This design comes from an exercise in tuning for small area, a short achievable clock period and few clock cycles per item on the open sky130 flow, not from production work. Function was not checked in any run shown here: the RTL went through the layout flow alone. Power and IR drop assume default switching activity.

### design/flow/design.v
`timescale 1ns / 1ps
package epsm_pkg;
	localparam int MAX_PAT = 64;
	localparam int LEN_W   = $clog2(MAX_PAT) + 1;
	localparam int IDX_W   = 32;
	localparam int SYM_W   = 8;
	localparam logic [LEN_W-1:0] LEN_MAX = LEN_W'(MAX_PAT);
	localparam logic [1:0] FUNC_START  = 2'd0;
	localparam logic [1:0] FUNC_APPEND = 2'd1;
	localparam logic [1:0] FUNC_TEXT   = 2'd2;
	localparam logic [1:0] FUNC_NONE   = 2'd3;
endpackage
`timescale 1ns / 1ps
module exact_pattern_stream_matcher (
	input  logic                       clk,
	input  logic                       arst_n,
	input  logic                       in_valid,
	output logic                       in_stall,
	input  logic [1:0]                 func,
	input  logic [epsm_pkg::SYM_W-1:0] symbol,
	output logic                       out_valid,
	input  logic                       out_stall,
	output logic [epsm_pkg::IDX_W-1:0] match_start,
	output logic                       pattern_overflow
);
	localparam int N  = epsm_pkg::MAX_PAT;
	localparam int LW = epsm_pkg::LEN_W;
	localparam int PW = LW - 1;
	localparam int SW = epsm_pkg::SYM_W;
	localparam int IW = epsm_pkg::IDX_W;
	logic          in_stall_q;
	logic          ir_v;
	logic [1:0]    ir_f;
	logic [SW-1:0] ir_s;
	logic [SW-1:0] csym_q;     
	logic          gt_q;       
	logic          rc_q;       
	logic          gs_q;       
	logic          gw_q;       
	logic          gf_q;       
	logic          gv_q;       
	logic          xr_q;       
	logic          yr_q;       
	logic [SW-1:0] plast_q;    
	logic          len1_q;     
	logic          fill0_q;    
	logic          tok_q;      
	logic [PW-1:0] cyc_q;      
	logic [PW-1:0] zz_q;       
	logic [PW-1:0] sm_q;       
	logic [LW-1:0] len_q;
	logic [LW-1:0] fill_q;     
	logic [PW-1:0] tp_q;       
	logic          ovf_q;
	logic [IW-1:0] sc_q;       
	logic [SW-1:0] pat_q [N];
	logic [SW-1:0] txt_q [N];
	logic [N-1:0]  d_q;
	logic          v0, v1, block_q;
	logic [IW-1:0] st0;
	logic          ov0;
	logic len0, len_full;
	assign len0     = (len_q == '0);
	assign len_full = (len_q == epsm_pkg::LEN_MAX);
	logic [N-1:0] oh_zz, oh_sm;
	always_comb begin
		for (int s = 0; s < N; s++) begin
			oh_zz[s] = (zz_q == PW'(s));
			oh_sm[s] = (sm_q == PW'(s));
		end
	end
	logic         consume;
	logic [N-1:0] eq, d_step;
	assign consume = gt_q || rc_q;
	always_comb begin
		for (int s = 0; s < N; s++) begin
			eq[s] = (pat_q[s] == csym_q);
		end
		for (int s = 0; s < N; s++) begin
			d_step[s] = (d_q[s] || oh_zz[s]) && eq[(s + N - 1) % N];
		end
	end
	logic hit;
	assign hit = gt_q && !len0 && (len1_q || |(d_q & oh_sm)) && (plast_q == csym_q);
	logic [PW-1:0] cyc_d, zz_d, sm_d, tp_d;
	logic [LW-1:0] len_d, fill_d;
	logic [IW-1:0] sc_inc, sc_dec;
	assign cyc_d = cyc_q + PW'(1);
	assign zz_d  = gf_q ? PW'(1) : zz_q + PW'(1);
	assign sm_d  = gf_q ? PW'(1) : (gw_q ? sm_q : sm_q + PW'(1));
	assign tp_d  = gt_q ? cyc_d : tp_q;
	assign len_d = gs_q ? LW'(1) : (gw_q ? len_q + LW'(1) : len_q);
	assign fill_d = gs_q ? '0 : ((gt_q && !fill_q[LW-1]) ? fill_q + LW'(1) : fill_q);
	logic [IW/4-1:0] g1, g0, gc1, gc0;
	logic [IW-1:0]   c1, c0;
	for (genvar j = 0; j < IW / 4; j++) begin : g_grp
		assign g1[j] = &sc_q[4*j +: 4];
		assign g0[j] = ~|sc_q[4*j +: 4];
		if (j == 0) begin : g_first
			assign gc1[j] = 1'b1;
			assign gc0[j] = 1'b1;
		end else begin : g_rest
			assign gc1[j] = &g1[j-1:0];
			assign gc0[j] = &g0[j-1:0];
		end
		assign c1[4*j]   = gc1[j];
		assign c0[4*j]   = gc0[j];
		assign c1[4*j+1] = gc1[j] & sc_q[4*j];
		assign c0[4*j+1] = gc0[j] & ~sc_q[4*j];
		assign c1[4*j+2] = gc1[j] & sc_q[4*j] & sc_q[4*j+1];
		assign c0[4*j+2] = gc0[j] & ~sc_q[4*j] & ~sc_q[4*j+1];
		assign c1[4*j+3] = gc1[j] & sc_q[4*j] & sc_q[4*j+1] & sc_q[4*j+2];
		assign c0[4*j+3] = gc0[j] & ~sc_q[4*j] & ~sc_q[4*j+1] & ~sc_q[4*j+2];
	end
	assign sc_inc = sc_q ^ c1;
	assign sc_dec = sc_q ^ c0;
	logic pop, v0_d, v1_d, block_d;
	assign pop     = v0 && !out_stall;
	assign v0_d    = v1 || hit || (v0 && !pop);
	assign v1_d    = v1 ? !pop : (v0 && !pop && hit);
	assign block_d = (v1 && !pop) || (v1 && gt_q) || (v0 && !pop && gt_q);
	logic          irv_d;
	logic [1:0]    irf_d;
	logic [SW-1:0] irs_d;
	assign irv_d = in_stall_q ? ir_v : in_valid;
	assign irf_d = in_stall_q ? ir_f : func;
	assign irs_d = in_stall_q ? ir_s : symbol;
	logic n_text, n_app, n_start;
	assign n_text  = irv_d && (irf_d == epsm_pkg::FUNC_TEXT);
	assign n_app   = irv_d && (irf_d == epsm_pkg::FUNC_APPEND);
	assign n_start = irv_d && (irf_d == epsm_pkg::FUNC_START);
	logic app_ok_d, len0_d, lenf_d, txt_ok_d, rc_d, gt_d, ga_d, gs_d, wait_d;
	logic [PW-1:0] rlen;
	assign len0_d   = (len_d == '0);
	assign lenf_d   = (len_d == epsm_pkg::LEN_MAX);
	assign app_ok_d = len0_d || lenf_d || (sm_d == PW'(1));
	assign txt_ok_d = tok_q;
	assign rc_d     = n_text && !txt_ok_d && (xr_q || (rc_q && !yr_q));
	logic xr_d, yr_d;
	assign rlen = fill_q[LW-1] ? PW'(N - 1) : fill_q[PW-1:0];
	assign xr_d = !gt_q && !gs_q && (PW'(cyc_q + PW'(2)) == PW'(tp_q - rlen));
	assign yr_d = !gt_q && (PW'(cyc_q + PW'(2)) == tp_q);
	logic fill0_d, tok_d;
	assign fill0_d = gs_q || (fill0_q && !gt_q);
	assign tok_d   = gs_d || (fill0_d && !gt_d) || gt_d || (rc_d && yr_d);
	assign gt_d     = n_text && txt_ok_d && !block_d;
	assign ga_d     = n_app && app_ok_d && !block_d;
	assign gs_d     = n_start && !block_d;
	assign wait_d   = (n_text && !gt_d) || (n_app && !ga_d) || (n_start && block_d);
	always_ff @(posedge clk or negedge arst_n) begin
		if (!arst_n) begin
			ir_v       <= 1'b0;
			gt_q       <= 1'b0;
			rc_q       <= 1'b0;
			gs_q       <= 1'b0;
			gw_q       <= 1'b0;
			gf_q       <= 1'b0;
			gv_q       <= 1'b0;
			xr_q       <= 1'b0;
			yr_q       <= 1'b0;
			len1_q     <= 1'b0;
			fill0_q    <= 1'b1;
			tok_q      <= 1'b1;
			cyc_q      <= '0;
			zz_q       <= '0;
			sm_q       <= '0;
			len_q      <= '0;
			fill_q     <= '0;
			tp_q       <= '0;
			ovf_q      <= 1'b0;
			sc_q       <= IW'(1);
			v0         <= 1'b0;
			v1         <= 1'b0;
			block_q    <= 1'b0;
		end else begin
			ir_v       <= irv_d;
			gt_q       <= gt_d;
			rc_q       <= rc_d;
			gs_q       <= gs_d;
			gw_q       <= gs_d || (ga_d && !lenf_d);
			gf_q       <= gs_d || (ga_d && len0_d);
			gv_q       <= ga_d && lenf_d;
			xr_q       <= xr_d;
			yr_q       <= yr_d;
			len1_q     <= (len_d == LW'(1));
			fill0_q    <= fill0_d;
			tok_q      <= tok_d;
			cyc_q      <= cyc_d;
			zz_q       <= zz_d;
			sm_q       <= sm_d;
			len_q      <= len_d;
			fill_q     <= fill_d;
			tp_q       <= tp_d;
			v0         <= v0_d;
			v1         <= v1_d;
			block_q    <= block_d;
			if (gs_q) begin
				ovf_q <= 1'b0;
				sc_q  <= '0;
			end else if (gv_q) begin
				ovf_q <= 1'b1;
			end else if (gw_q) begin
				sc_q <= sc_dec;
			end else if (gt_q) begin
				sc_q <= sc_inc;
			end
		end
	end
	always_ff @(posedge clk) begin
		in_stall_q <= wait_d;
		ir_f   <= irf_d;
		ir_s   <= irs_d;
		csym_q <= rc_d ? txt_q[N-2] : irs_d;
		if (gw_q) begin
			plast_q <= ir_s;
		end
	end
	always_ff @(posedge clk) begin
		for (int s = 1; s < N; s++) begin
			pat_q[s] <= pat_q[s-1];
			txt_q[s] <= txt_q[s-1];
		end
		pat_q[0] <= gw_q ? ir_s : pat_q[N-1];
		txt_q[0] <= gt_q ? ir_s : txt_q[N-1];
	end
	always_ff @(posedge clk) begin
		d_q <= consume ? d_step : '0;
	end
	always_ff @(posedge clk) begin
		if (!v0 || pop) begin
			st0 <= v1 ? sc_dec : sc_q;
			ov0 <= ovf_q;
		end
	end
	assign in_stall         = in_stall_q;
	assign out_valid        = v0;
	assign match_start      = st0;
	assign pattern_overflow = ov0;
endmodule
### design/flow/run.sh
#!/bin/bash
# synth_recipe.tcl (not shown) runs the flow's synth.tcl, then flattens the netlist and writes it again
# the make line also repeats each setting of config.mk as NAME=value (left out here)
make -C /OpenROAD-flow-scripts/flow DESIGN_CONFIG=/design/flow/config.mk WORK_HOME=/design/flow/orfs CLKGATE_MAP_FILE= SYNTH_SCRIPT=/design/flow/synth_recipe.tcl finish
### design/flow/config.mk
export PLATFORM = sky130hd
export DESIGN_NAME = exact_pattern_stream_matcher
export DESIGN_NICKNAME = exact_pattern_stream_matcher
export VERILOG_FILES = /design/flow/design.v
export SDC_FILE = /design/flow/constraint.sdc
export NUM_CORES = 4
export LEC_CHECK = 0
export CAP_MARGIN = 20
export CORE_MARGIN = 2
export CORE_UTILIZATION = 40
export CTS_CLUSTER_DIAMETER = 100
export CTS_CLUSTER_SIZE = 28
export SETUP_SLACK_MARGIN = 2.75
export SLEW_MARGIN = 20
### design/flow/constraint.sdc
create_clock -name core_clock -period 5.0 [get_ports {clk}]
set_input_delay 1.0000 -clock core_clock [delete_from_list [all_inputs] [get_ports {clk}]]
set_output_delay 1.0000 -clock core_clock [all_outputs]
set_load 0.01 [all_outputs]
==> summary.txt, run 1 <==
Outcome
  – Status: no timing/DRC/antenna violations

Synthesis
  – Cells after synthesis: 2761
  – Post-synthesis average cell area: 13.3 µm²
  – Library cells used by synthesis: 67
  – Synth top area cells: dfxtp_1 60%, xnor2_1 6.9%, xor2_1 6.7%, dfrtp_1 5.6%, edfxtp_1 3.4%
  – Post-Synth XOR/XNOR Area: 13.6%
  – Largest family of logic cells by synthesized area: XOR/XNOR gates
  – Syn Nets: 2840
  – Seq/Total Area, Yosys: 69.6%
  – Adder-cell share of the synthesized area: 2.24%
  – Synth area leader: dfxtp_1
  – Ys flop type: dfxtp_1
  – Async S/R FF share, synth: 6.89%
  – Synthesis-stage register bit count: 1233
  – Simple-gate portion of the synthesized area: 6.93%
  – Mux contribution to synthesized area: 2.06%
  – Yosys Warn Count: 3
  – Area share of the largest cell type after synthesis: 60.5%
  – Mapped Area: 36600 µm²
  – Post-synth EDFFs: 41
  – Compound-Gate Fraction of Synth Area: 3.39%

STA
  – Final Hold Violating Endpoints: 0
  – Worst Tran Pin Value: 0.740 ns
  – Final worst-path cycle share: 56.1%
  – Final Skew: 0.0471 ns
  – RSZ-0062 raised after global routing: yes
  – Final min period: 2.80 ns
  – Worst hold margin: 0.316 ns
  – Max Slew Vio Count: 0
  – Setup TNS: 0 ns
  – Final setup fails: 0
  – Worst relative slew slack: 50.5%
  – FMAX: 357 MHz

Setup path
  – Crit Path Class: reg2reg
  – Critical path launch point type: flop
  – Slowest CP cell: or4_4
  – Most used cell, CP: ha_4
  – Crit Path Max Fanout: 2
  – Worst Setup End Kind: flop
  – CP Launch Point: sc_q[11]
  – Crit-path cells: or4_4, nor3_4, and3_4, and4_4, and4_4, ha_4, ha_4, ha_4, mux2i_1, or3_1, a21oi_2
  – Critical path required time: 5.56 ns
  – Worst reg2reg startpoint: sc_q[11]
  – Arrival time at the worst endpoint: 3.36 ns
  – Critical path's largest stage delay: 0.55 ns

Placed design
  – Dpl hpwl: 46000 µm
  – RePlAce Congestion: 0.844
  – IO Port Bufs: 48

Cells and area
  – Fillers: 8033
  – Diodes inserted: 0
  – Register area: 25600 µm²
  – Area of the multi-input gates: 10800 µm²
  – Area grow syn2layout: 11.4%
  – Most frequent cells in the layout: 1098 x dfxtp_1, 287 x xnor2_1, 279 x xor2_1, 97 x a21oi_1, 95 x nor2_1
  – Commonest non-fill, non-tap cell in the layout: dfxtp_1
  – Final net count: 2920
  – Share of layout cells above drive strength 1: 11.6%

Floorplanning
  – Initial core utilization: 40.2%
  – Die W: 307 µm
  – # IOs: 49
  – CORE AREA: 91200 µm²
  – Die area: 94100 µm²
  – Die height: 307 µm
  – Rows: 111

Global route
  – Antenna violations before repair: 6
  – Vias in the first global route: 20300
  – Pin count of the biggest net entering global routing: 58
  – Global Route Usage Sum: 16.1%
  – First-pass GRT wire length: 119000 µm
  – Grt total ovfl: 0

Route
  – Detailed-router iteration count before antenna repair: 5
  – Vias: 19400
  – Starting DRC count in detailed routing: 1102
  – Via density: 4.80
  – ANT nets after route: 0
  – WL/cell: 18.9 µm
  – DRC viols: 0
  – Drt total wl: 76500 µm

Clock tree
  – Clk buf depth: 3
  – Root Driver: clkbuf_16
  – CTS Buf Count: 50
  – Clock sink count: 1233
  – Clock latency on the worst-skew pair: 0.67 ns
  – Worst-path clk slew: 0.10 ns
  – Htree depth: 2
  – CTS tree: done

Power
  – Max VDD drop: 0.327 mV
  – Leak: 15.9 nW
  – Cell area power density: 568 nW/µm²

Hold path
  – Hold Path Origin: txt_q[57][7]
  – Hold crit path type: reg2reg

Run
  – Max-cap violations: 0
[final cells by class]
| class | count | share of cell area [%] |
|---|---|---|
| sequential | 1233 | 62.7 |
| multi-input combinational | 1353 | 26.6 |
| tap | 1186 | 3.64 |
| clock buffer | 63 | 3.18 |
| timing repair buffer | 140 | 3.05 |
| inverter | 63 | 0.585 |
| clock inverter | 8 | 0.325 |
[timing repair]
action	4_1_cts	5_1_grt
buffers inserted	46	26
pin swaps	18	24
hold buffers	0	0
hold endpoints to repair	0	0
endpoints found under the setup margin	157	73
gates resized for setup	216	55
[path summary, 6_finish.rpt]
path | slack [ns] | cells after the start | to
max | 2.20 | 11 | sc_q[31]
min | 0.32 | 0 | txt_q[58][7]
max reg2reg | 2.20 | 11 | sc_q[31]
min reg2reg | 0.32 | 0 | txt_q[58][7]
max in group asynchronous | 3.56 | 2 | gw_q
min in group asynchronous | 0.41 | 1 | rc_q
[state kept, by name (all words and copies together) (netlist names), 7 cells and up]
signal,cells
ir_s,8
plast_q,8
len_q,7
pat_q,512
csym_q,8
fill_q,7
txt_q,512
d_q,64
st0,32
sc_q,32
[cell families after synthesis]
family,Yosys count
xor gates and xnor gates,569
adders and majority gates,65
DFF,1233
muxes,71
and+or+nand+nor,448
AOI/OAI and AO/OA,200
buffers and inverters,175
[layer usage]
layer  up-vias  global-route usage [%]  share of wire (%)  wire length (µm)
met2       330                    26.2                 46             35300
met4         4                    5.53                3.0              2290
li1       9329                       -                  -                 -
met3       131                    2.37                3.9              2970
met5         -                       0              0.030                23
met1      9625                    21.9                 47             35900
[through the flow]
| step | setup slack [ns] | cell area [µm²] | utilization (%) | power [mW] | instances |
|---|---|---|---|---|---|
| 6_report | 2.20 | 40800 | 44.7 | 23.2 | 4046 |
| 5_1_grt | 2.14 | 40800 | 44.7 | 24.4 | 4046 |
| 4_1_cts | 2.21 | 40400 | 44.3 | 23.1 | 4020 |
| 3_5_place_dp | 1.91 | 38300 | 42.0 | 17.8 | 3903 |
| 3_3_place_gp | 2.00 | 38300 | 42.0 | 17.6 | 3903 |
| 2_1_floorplan | 2.40 | 36700 | - | 16.2 | 2761 |
[report_power, final]
part / total, mW / leakage (nW) / switching [mW] / internal (mW)
Sequential: 12.7 / 10.5 / 1.20 / 11.5
Combinational: 5.62 / 4.70 / 3.05 / 2.57
Clock: 4.86 / 0.696 / 2.93 / 1.94
[Yosys cell counts, types with 3 or more instances]
| cell type | number |
|---|---|
| nand4b_1 | 3 |
| or3_1 | 10 |
| xor2_1 | 279 |
| a22oi_1 | 14 |
| nand3_1 | 15 |
| buf_1 | 14 |
| a221oi_1 | 6 |
| buf_4 | 10 |
| or4_1 | 66 |
| a211oi_1 | 21 |
| nor2b_1 | 7 |
| a32o_1 | 3 |
| dfxtp_1 | 1107 |
| nor3_1 | 9 |
| nor4_1 | 71 |
| a21oi_1 | 106 |
| o21ai_0 | 16 |
| nand4_1 | 77 |
| a222oi_1 | 3 |
| o211ai_1 | 7 |
| inv_1 | 61 |
| and4_1 | 3 |
| dfstp_2 | 3 |
| ha_1 | 64 |
| buf_2 | 56 |
| nand2_1 | 44 |
| o22ai_1 | 3 |
| nor2_1 | 98 |
| xnor2_1 | 290 |
| dfrtp_1 | 82 |
| and3_1 | 9 |
| clkbuf_1 | 30 |
| and2_1 | 14 |
| mux2i_1 | 35 |
| nand2b_1 | 7 |
| mux2_2 | 36 |
| edfxtp_1 | 41 |
[worst max-delay path: cells and delay by family, from the launching register on]
family,cells,cell delay (ns)
fa+ha+maj,3,0.36
mux,1,0.07
flops,1,0.41
simple gates,6,1.76
compound gates,1,0.12
==> run 2: changes to the inputs <==
--- a/design/flow/design.v
+++ b/design/flow/design.v
@@ -103,14 +103,19 @@
 			assign gc1[j] = &g1[j-1:0];
 			assign gc0[j] = &g0[j-1:0];
 		end
+		logic a01, a012, z01, z012;
+		assign a01  = sc_q[4*j] & sc_q[4*j+1];
+		assign a012 = a01 & sc_q[4*j+2];
+		assign z01  = ~sc_q[4*j] & ~sc_q[4*j+1];
+		assign z012 = z01 & ~sc_q[4*j+2];
 		assign c1[4*j]   = gc1[j];
 		assign c0[4*j]   = gc0[j];
 		assign c1[4*j+1] = gc1[j] & sc_q[4*j];
 		assign c0[4*j+1] = gc0[j] & ~sc_q[4*j];
-		assign c1[4*j+2] = gc1[j] & sc_q[4*j] & sc_q[4*j+1];
-		assign c0[4*j+2] = gc0[j] & ~sc_q[4*j] & ~sc_q[4*j+1];
-		assign c1[4*j+3] = gc1[j] & sc_q[4*j] & sc_q[4*j+1] & sc_q[4*j+2];
-		assign c0[4*j+3] = gc0[j] & ~sc_q[4*j] & ~sc_q[4*j+1] & ~sc_q[4*j+2];
+		assign c1[4*j+2] = gc1[j] & a01;
+		assign c0[4*j+2] = gc0[j] & z01;
+		assign c1[4*j+3] = gc1[j] & a012;
+		assign c0[4*j+3] = gc0[j] & z012;
 	end
 	assign sc_inc = sc_q ^ c1;
 	assign sc_dec = sc_q ^ c0;
@@ -168,7 +173,7 @@
 			fill_q     <= '0;
 			tp_q       <= '0;
 			ovf_q      <= 1'b0;
-			sc_q       <= IW'(1);
+			sc_q       <= '0;
 			v0         <= 1'b0;
 			v1         <= 1'b0;
 			block_q    <= 1'b0;
@@ -196,7 +201,7 @@
 			block_q    <= block_d;
 			if (gs_q) begin
 				ovf_q <= 1'b0;
-				sc_q  <= '0;
+				sc_q  <= '1;
 			end else if (gv_q) begin
 				ovf_q <= 1'b1;
 			end else if (gw_q) begin
@@ -228,7 +233,7 @@
 	end
 	always_ff @(posedge clk) begin
 		if (!v0 || pop) begin
-			st0 <= v1 ? sc_dec : sc_q;
+			st0 <= v1 ? sc_q : sc_inc;
 			ov0 <= ovf_q;
 		end
 	end
==> run 2 against run 1 <==
  * Routed wire length up 0.68%
  * Count of clock-buffer cells in the layout unchanged
  * Register-to-register slack improved by 0.36 ns
  * Final cell count decreased by 0.15%
  * Clock skew up 0.015 ns
  * Largest power group unchanged
  * Highest routed layer is now met4
==> summary.txt, run 2 <==
STA
  – FMAX: 409 MHz (+15%)
  – Worst hold margin: 0.299 ns (-0.0175 ns)
  – Setup TNS: 0 ns (unchanged)
  – Final Hold Violating Endpoints: 0 (unchanged)
  – Final Skew: 0.0625 ns (+0.0154 ns)
  – Worst relative slew slack: 49.3% (-1.2 points)
  – Final worst-path cycle share: 48.9% (-7.1 points)
  – Max Slew Vio Count: 0 (unchanged)
  – Worst Tran Pin Value: 0.756 ns (+0.0163 ns)
  – Final min period: 2.45 ns (-0.355 ns)
  – Final setup fails: 0 (unchanged)
  – RSZ-0062 raised after global routing: yes

Power
  – Max VDD drop: 0.341 mV (+4.4%)
  – Comb pwr share: 24.0% (-0.2 points)
  – Switching fraction of total power: 31.4% (+0.47 points)
  – Clock share of power: 20.8% (-0.2 points)
  – Overall Power: 23.6 mW (+1.7%)
  – Cell Int Power: 16.2 mW (+1.0%)
  – Sw Pwr: 7.40 mW (+3.2%)
  – Flop pwr share: 55.2% (+0.4 points)
  – Cell area power density: 576 nW/µm² (+1.3%)
  – Leak: 15.5 nW (-2.7%)

Global route
  – Global Route Usage Sum: 16.1% (about the same)
  – Pin count of the biggest net entering global routing: 55 (-5.2%)
  – First-pass GRT wire length: 119000 µm (+0.59%)
  – Vias in the first global route: 20400 (+0.40%)
  – Antenna violations before repair: 2 (-4)
  – Grt total ovfl: 0 (unchanged)

Setup path
  – Buf/Inv on CP: 0 (unchanged)
  – Crit path max-delay family: simple AND/OR/NAND/NOR gates
  – Worst Setup End Kind: flop
  – Arrival time at the worst endpoint: 2.83 ns (-0.53 ns)
  – Critical path launch point type: flop
  – Slowest CP cell: or3_1
  – Critical path required time: 5.39 ns (-0.17 ns)
  – Crit path depth: 6 (-5)
  – Crit-path cells: nand4_1, or3_1, nor4_2, and3_1, ha_2, mux2_2
  – Crit Path Max Fanout: 5 (+3)
  – Worst Reg-to-Reg Cells: 6 (-5)
  – Crit Path Class: reg2reg
  – Critical path's largest stage delay: 0.52 ns (-0.03 ns)

Placed design
  – Dpl hpwl: 46400 µm (+0.73%)
  – RePlAce Congestion: 0.811 (-3.9%)
  – Dpl cells: 3894 (-0.23%)
  – IO Port Bufs: 48 (unchanged)

Cells and area
  – Final net count: 2896 (-0.82%)
  – Commonest non-fill, non-tap cell in the layout: dfxtp_1
  – Final std cells w/o fill: 4040 (-0.15%)
  – Share of layout cells above drive strength 1: 12.9% (+1.3 points)
  – Fin util: 45.3% (+0.57 points)
  – Most frequent cells in the layout: 1098 x dfxtp_1, 297 x xnor2_1, 292 x xor2_1, 80 x nand4_1, 79 x a21oi_1
  – Area grow syn2layout: 11.9%
  – Top flop regs: pat_q (512), txt_q (512), d_q (64)

Synthesis
  – Async S/R FF share, synth: 6.89% (unchanged)
  – Post-synthesis average cell area: 13.2 µm² (-0.28%)
  – Mux contribution to synthesized area: 2.00% (-0.066 points)
  – Most instantiated library cell after synthesis: dfxtp_1
  – Mapped Area: 36600 µm² (-0.10%)
  – Synth top area cells: dfxtp_1 61%, xnor2_1 7.1%, xor2_1 7.0%, dfrtp_1 5.7%, edfxtp_1 3.4%
  – Largest family of logic cells by synthesized area: XOR/XNOR gates
  – Synthesis-stage register bit count: 1233 (unchanged)
  – Yosys Warn Count: 3 (unchanged)
  – Seq/Total Area, Yosys: 69.7% (about the same)
  – Cells after synthesis: 2766 (+0.18%)
  – Post-synth EDFFs: 41 (unchanged)
  – Synth area leader: dfxtp_1
  – Ys flop type: dfxtp_1
  – Compound-Gate Fraction of Synth Area: 3.16% (-0.23 points)
  – Simple-gate portion of the synthesized area: 8.04% (+1.1 points)
  – Adder-cell share of the synthesized area: 1.29% (-0.95 points)
  – Ranking of synthesized cells by instance count: 1107 x dfxtp_1, 298 x xnor2_1, 293 x xor2_1, 83 x dfrtp_1, 81 x a21oi_1
  – Area share of the largest cell type after synthesis: 60.5% (+0.062 points)
  – Syn Nets: 2817 (-0.81%)
  – Library cells used by synthesis: 76 (+13%)
  – Post-Synth XOR/XNOR Area: 14.1% (+0.54 points)

Floorplanning
  – Rows: 110 (-0.90%)
  – # IOs: 49 (unchanged)
  – CORE AREA: 90400 µm² (-0.90%)
  – Die area: 94000 µm² (-0.10%)
  – Initial core utilization: 40.5% (+0.32 points)
  – Die height: 307 µm (about the same)
  – Die W: 307 µm (about the same)

Clock tree
  – CTS tree: done
  – Root Driver: clkbuf_16
  – Worst-path clk slew: 0.10 ns (about the same)
  – Clk buf depth: 3 (unchanged)
  – CTS Buf Count: 51 (+2.0%)
  – Clock sink count: 1233 (unchanged)
  – Htree depth: 2 (unchanged)
  – Clock latency on the worst-skew pair: 0.68 ns (about the same)

Route
  – WL/cell: 19.1 µm (+0.83%)
  – Drt total wl: 77100 µm (+0.68%)
  – ANT nets after route: 0 (unchanged)
  – Starting DRC count in detailed routing: 1155 (+4.8%)
  – Via density: 4.85 (+0.98%)
  – Vias: 19600 (+0.83%)
  – DRC viols: 0 (unchanged)
  – Detailed-router iteration count before antenna repair: 5 (unchanged)

Hold path
  – WHS Path Cells: 0 (unchanged)
  – Hold crit path type: reg2reg

Outcome
  – Status: no timing/DRC/antenna violations

Run
  – Max-cap violations: 0 (unchanged)
==> run 2: changes by cell type in the layout (fill, tap and decap cells not counted), sizes merged, moves of 14 or more <==
cell    previous run  this run
nor2              99        64
inv               66        35
ha                64        36
a21oi            106        81
nand3             15        37
a211oi            22         2
nand2             44        63
o21ai             16        33
mux2i             35        19
xor2             279       293
==> run 2: metal layers <==
metal,up-vias,routed length (µm),global-route usage (%)
met2,390,35600,26.6
met3,124,3020,2.17
met4,0,2170,4.64
li1,9396,-,-
met5,-,0,0
met1,9670,36300,22.0
==> run 2: worst reg2reg max path: stages (launching register included) <==
cell	delay [ns]
dfrtp_1	0.46
nand4_1	0.20
or3_1	0.52
nor4_2	0.28
and3_1	0.22
ha_2	0.29
mux2_2	0.25
==> run 2: metrics by stage <==
stage	worst slack, ns	instance area, µm²
finish	2.55	41000
global route	2.42	41000
CTS	2.51	40400
detailed placement	1.97	38400
global placement	2.07	38400
floorplan	2.55	36600
==> run 2: area by class of cell <==
| type | count | area (µm²) |
|---|---|---|
| fillers | 8001 | 49500 |
| flip-flops and latches | 1233 | 25600 |
| multi-input cells | 1380 | 11000 |
| well taps | 1176 | 1470 |
| clock buffers | 63 | 1340 |
| repair buffers | 143 | 1290 |
| clock inverters | 8 | 154 |
| inverters | 35 | 140 |
| repair inverters | 1 | 5.00 |
| diodes | 1 | 2.50 |
==> run 2: power by group through the flow <==
stage / Sequential (mW) / Combinational [mW] / Clock, mW
2_1_floorplan: 12.6 / 3.88 / 0
5_1_grt: 13.2 / 6.16 / 5.41
4_1_cts: 13.1 / 5.24 / 5.06
3_5_place_dp: 13.5 / 4.57 / 0
6_report: 13.0 / 5.67 / 4.90
3_3_place_gp: 13.5 / 4.46 / 0
==> run 2: what timing repair did <==
action / CTS / global route
hold buffers: 0 / 0
setup buffers: 42 / 31
gates resized for setup: 210 / 68
endpoints found under the hold margin: 0 / 0
cloned: 1 / 0
pin swaps: 13 / 22
endpoints found under the setup margin: 160 / 95
==> run 2: final timing paths <==
check                               endpoint  slack [ns]          from
min in group asynchronous          fill_q[1]        0.40        arst_n
worst max register to register       st0[28]        2.55      sc_q[13]
max in group asynchronous               gw_q        3.59        arst_n
worst max-delay path                 st0[28]        2.55      sc_q[13]
worst min-delay path            txt_q[56][7]        0.30  txt_q[55][7]
worst min register to register  txt_q[56][7]        0.30  txt_q[55][7]
==> run 2: kinds of logic (layout without fill, tap and decap cells) <==
group                      Yosys count  count (layout)
AOI/OAI and AO/OA                  185             185
xor gates and xnor gates           591             591
adders and majority gates           37              37
buffers and inverters              153             250
DFF                               1233            1233
muxes                               66              66
other                                0               1
and+or+nand+nor                    501             501

[what the ideal ports hide]
In the flow no input, the clock included, has a driving cell. The finished layouts below were timed again as built, in two steps.
Step 1 sets driving cells, clkbuf_16 on the clock port and buf_2 on the other inputs (assumed; they add their load-dependent delay and slew).
Step 2 moves the port delays by t, midway between the first and last clock arrival at a register: inputs arrive t later, outputs are due t later. That takes back most of the time a late clock gives input paths.
a / b / c = ideal / step 1 / step 2; a / b = the first two.
| run | t, ns | setup slack, ns | worst setup path at the end | worst data-port slew with drivers (ns) |
|---|---|---|---|---|
| run 1 | 0.702 | 2.197 / 2.197 / 2.197 | register to register | 0.07 |
| run 2 | 0.708 | 2.553 / 2.553 / 2.052 | input to register | 0.13 |
After both steps setup and hold are still met in every run listed. For run 2, which loses most, drivers alone change the setup slack by 0.000 ns; drivers and shift together by -0.501 ns.
